Source: an optimization exercise on an open RTL-to-GDS flow (aim: small area). Production flows keep margins and buffers that such runs may drop.
The RTL was checked by simulation tests, not by an equivalence proof against the original design.

Setup of the previous run:
// reg_file_mp
module reg_file_mp #(
    parameter int XLEN  = 32,
    parameter int NREGS = 32,
    parameter int NRD   = 2,
    parameter int NWR   = 2,
    parameter int AW    = $clog2(NREGS)
) (
    input  logic                clk,
    input  logic                rstn,
    input  logic [NWR-1:0]      wr_en,
    input  logic [NWR*AW-1:0]   wr_addr,
    input  logic [NWR*XLEN-1:0] wr_data,
    input  logic [NRD-1:0]      rd_en,
    input  logic [NRD*AW-1:0]   rd_addr,
    output logic [NRD*XLEN-1:0] rd_data,
    output logic [NRD-1:0]      rd_busy,
    input  logic                alloc_en,
    input  logic [AW-1:0]       alloc_addr,
    output logic [AW:0]         busy_cnt,
    input  logic                flush
);
    logic [NREGS-1:1] qt [XLEN];       
    logic [NREGS-1:1] valid;
    logic [NREGS-1:1] busy;
    logic [NREGS-1:1] sel1, sel0;      
    logic [NREGS-1:1] wr_hit;
    logic [NREGS-1:1] alloc_dec;
    logic [3:0]       wlo1, wlo0, alon;
    logic [7:0]       whi1, whi0, ahin;
    rf_predec u_wpd1 (.en(wr_en[1]), .a(wr_addr[AW +: AW]), .lo(wlo1), .hi(whi1));
    rf_predec u_wpd0 (.en(wr_en[0]), .a(wr_addr[0 +: AW]),  .lo(wlo0), .hi(whi0));
    rf_predec_n u_apd (.en(alloc_en), .a(alloc_addr),      .lon(alon), .hin(ahin));
    for (genvar r = 1; r < NREGS; r++) begin : g_reg
  ...
Size in the first run: ~170 I/O pins, roughly 0.045 mm2 of cells after synthesis.
==> module reg_file_mp, before the edit <==
module reg_file_mp #(
    parameter int XLEN  = 32,
    parameter int NREGS = 32,
    parameter int NRD   = 2,
    parameter int NWR   = 2,
    parameter int AW    = $clog2(NREGS)
) (
    input  logic                clk,
    input  logic                rstn,
    input  logic [NWR-1:0]      wr_en,
    input  logic [NWR*AW-1:0]   wr_addr,
    input  logic [NWR*XLEN-1:0] wr_data,
    input  logic [NRD-1:0]      rd_en,
    input  logic [NRD*AW-1:0]   rd_addr,
    output logic [NRD*XLEN-1:0] rd_data,
    output logic [NRD-1:0]      rd_busy,
    input  logic                alloc_en,
    input  logic [AW-1:0]       alloc_addr,
    output logic [AW:0]         busy_cnt,
    input  logic                flush
);
    logic [NREGS-1:1] qt [XLEN];       
    logic [NREGS-1:1] valid;
    logic [NREGS-1:1] busy;
    logic [NREGS-1:1] sel1, sel0;      
    logic [NREGS-1:1] wr_hit;
    logic [NREGS-1:1] alloc_dec;
    logic [3:0]       wlo1, wlo0, alon;
    logic [7:0]       whi1, whi0, ahin;
    rf_predec u_wpd1 (.en(wr_en[1]), .a(wr_addr[AW +: AW]), .lo(wlo1), .hi(whi1));
    rf_predec u_wpd0 (.en(wr_en[0]), .a(wr_addr[0 +: AW]),  .lo(wlo0), .hi(whi0));
    rf_predec_n u_apd (.en(alloc_en), .a(alloc_addr),      .lon(alon), .hin(ahin));
    for (genvar r = 1; r < NREGS; r++) begin : g_reg
        logic [XLEN-1:0] qn;
        logic [XLEN-1:0] nxt;
        logic            v;
        logic            bsy;
        logic            v_nxt, bsy_nxt;
        rf_nor2 u_adec (.a(alon[r % 4]), .b(ahin[r / 4]), .y(alloc_dec[r]));
        rf_ctl u_ctl (.lo1(wlo1[r % 4]), .hi1(whi1[r / 4]), .lo0(wlo0[r % 4]), .hi0(whi0[r / 4]),
                      .alloc(alloc_dec[r]), .flush(flush), .v(v), .bsy(bsy),
                      .w1(sel1[r]), .w0(sel0[r]), .hit(wr_hit[r]),
                      .v_nxt(v_nxt), .bsy_nxt(bsy_nxt));
        for (genvar b = 0; b < XLEN; b++) begin : g_bit
            rf_wbit u_w (.w1(sel1[r]), .d1(wr_data[XLEN + b]), .w0(sel0[r]), .d0(wr_data[b]),
                         .hit(wr_hit[r]), .qn(qn[b]), .dn(nxt[b]));
            assign qt[b][r] = qn[b];
        end
        always_ff @(posedge clk) begin
            qn <= nxt;
        end
        always_ff @(posedge clk or negedge rstn) begin
            if (!rstn) begin
                v <= 1'b0;
            end else begin
                v <= v_nxt;
            end
        end
        always_ff @(posedge clk or negedge rstn) begin
            if (!rstn) begin
                bsy <= 1'b0;
            end else begin
                bsy <= bsy_nxt;
            end
        end
        assign valid[r] = v;
        assign busy[r]  = bsy;
    end
    rf_scoreboard #(
        .NREGS (NREGS),
        .AW    (AW)
    ) u_scoreboard (
        .busy     (busy),
        .busy_cnt (busy_cnt)
    );
    for (genvar p = 0; p < NRD; p++) begin : g_rd
        logic [AW-1:0]    addr;
        logic [NREGS-1:1] sn;
        assign addr = rd_addr[p*AW +: AW];
        logic [3:0]       lo;
        logic [7:0]       hi;
        rf_predec u_pd (.en(rd_en[p]), .a(addr), .lo(lo), .hi(hi));
        for (genvar r = 1; r < NREGS; r++) begin : g_sel
            rf_rsel u_s (.lo(lo[r % 4]), .hi(hi[r / 4]), .v(valid[r]), .sn(sn[r]));
        end
        for (genvar b = 0; b < XLEN; b++) begin : g_bit
            rf_rbit u_r (.sn(sn), .qn(qt[b]), .y(rd_data[p*XLEN + b]));
        end
        rf_rbusy u_rb (.lo(lo), .hi(hi), .b(busy), .y(rd_busy[p]));
    end
endmodule
export LEC_CHECK = 0
export CAP_MARGIN = 10
export CORE_MARGIN = 2
export CORE_UTILIZATION = 50
export GPL_TIMING_DRIVEN = 0
export PLACE_DENSITY = 0.65
export SLEW_MARGIN = 10
export SYNTH_HIERARCHICAL = 1
create_clock -name core_clock -period 7.0 [get_ports {clk}]
standard.sh (not shown) runs the stock make flow with config.mk's settings and CLKGATE_MAP_FILE= SYNTH_SCRIPT=/design/flow/synth_recipe.tcl, a recipe that flattens the netlist after the stock synthesis.
==> flow/flow/run.sh <==
#!/bin/bash
# Standard synthesis, then every combinational cell swapped to its smallest
# drive strength, then the standard layout with ABC buffers removed, the port
# buffers of flow/ports.tcl and a clock tree of fewer, larger sink clusters
# without dummy loads. Each tool's output goes to its own log here.
set -euo pipefail
R=orfs/results/sky130hd/reg_file_mp/base
bash standard.sh synth > synth.log 2>&1
SYNTH_ODB=$R/1_synth.odb openroad -no_init -exit flow/downsize.tcl > downsize.log 2>&1
touch $R/1_synth.sdc
bash standard.sh REMOVE_ABC_BUFFERS=1 DONT_BUFFER_PORTS=1 \
  "PRE_GLOBAL_PLACE_TCL=$PWD/flow/ports.tcl" \
  'CTS_ARGS=-sink_clustering_enable -repair_clock_nets -dont_use_dummy_load -buf_list sky130_fd_sc_hd__clkbuf_8 -sink_clustering_size 15 -sink_clustering_max_diameter 100' \
  finish > layout.log 2>&1
Other scripts of this flow, unchanged in this note and not shown: flow/flow/downsize.tcl, flow/flow/ports.tcl
## Diff of input files: the current run against the previous run
diff --git a/flow/design.v b/flow/design.v
--- a/flow/design.v
+++ b/flow/design.v
@@ -264,8 +264,10 @@
 );
     logic [NREGS-1:1] qt [XLEN];       
     logic [NREGS-1:1] valid;
     logic [NREGS-1:1] busy;
+    logic [NREGS-1:1] busy_nxt;
+    logic [AW:0]      cnt_nxt;
     logic [NREGS-1:1] sel1, sel0;      
     logic [NREGS-1:1] wr_hit;
     logic [NREGS-1:1] alloc_dec;
     logic [3:0]       wlo1, wlo0, alon;
@@ -305,18 +307,26 @@
             end else begin
                 bsy <= bsy_nxt;
             end
         end
-        assign valid[r] = v;
-        assign busy[r]  = bsy;
+        assign valid[r]    = v;
+        assign busy[r]     = bsy;
+        assign busy_nxt[r] = bsy_nxt;
     end
     rf_scoreboard #(
         .NREGS (NREGS),
         .AW    (AW)
     ) u_scoreboard (
-        .busy     (busy),
-        .busy_cnt (busy_cnt)
+        .busy     (busy_nxt),
+        .busy_cnt (cnt_nxt)
     );
+    always_ff @(posedge clk or negedge rstn) begin
+        if (!rstn) begin
+            busy_cnt <= '0;
+        end else begin
+            busy_cnt <= cnt_nxt;
+        end
+    end
     for (genvar p = 0; p < NRD; p++) begin : g_rd
         logic [AW-1:0]    addr;
         logic [NREGS-1:1] sn;
         assign addr = rd_addr[p*AW +: AW];
[summary]
- What the final checks of the current run revealed, after a flow that finished every stage, was a layout that fails on max-capacitance violations, max-slew violations.
- Design area: the previous run and the current run compared, higher one is the current run
- Sequential portion of the cell area: the current run vs the previous run — no meaningful difference
- Against the previous run as the reference, the current run delivers a higher area growth from synthesis to final layout.
- The current run: met3 demand-to-capacity share in global routing 4.4 points above the previous run
- Flip-flop and latch count went up slightly going from the previous run to the current run.
- Higher maximum resistive drop on vdd goes to the current run over the previous run.
- ~same proportion of cell area spent on the clock network in the previous run and the current run

==> separate check: timing with driven ports <==
In the flow no input, the clock included, has a driving cell. The finished layouts below were timed again as built, in two steps.
Step 1 assumes that a clkbuf_16 drives the clock port and a buf_2 every other input.
Step 2, shift: input delay + t, output delay - t, t = (earliest + latest rising clock arrival at the registers) / 2. This alone moves slack from input paths to output paths.
Slacks: no drivers / after step 1 / after step 2; pairs: no drivers / after step 1.
run | shift t [ns] | slack for setup (ns) | latest minus earliest clock arrival (ns)
the previous run | 0.837 | 0.697 / 0.672 / 0.672 | 0.084 / 0.084
the current run | 0.854 | 0.336 / 0.379 / -0.475 | 0.070 / 0.070
The setup slack of the current run, which loses most, moves by +0.043 ns with the drivers and by -0.811 ns with both steps.
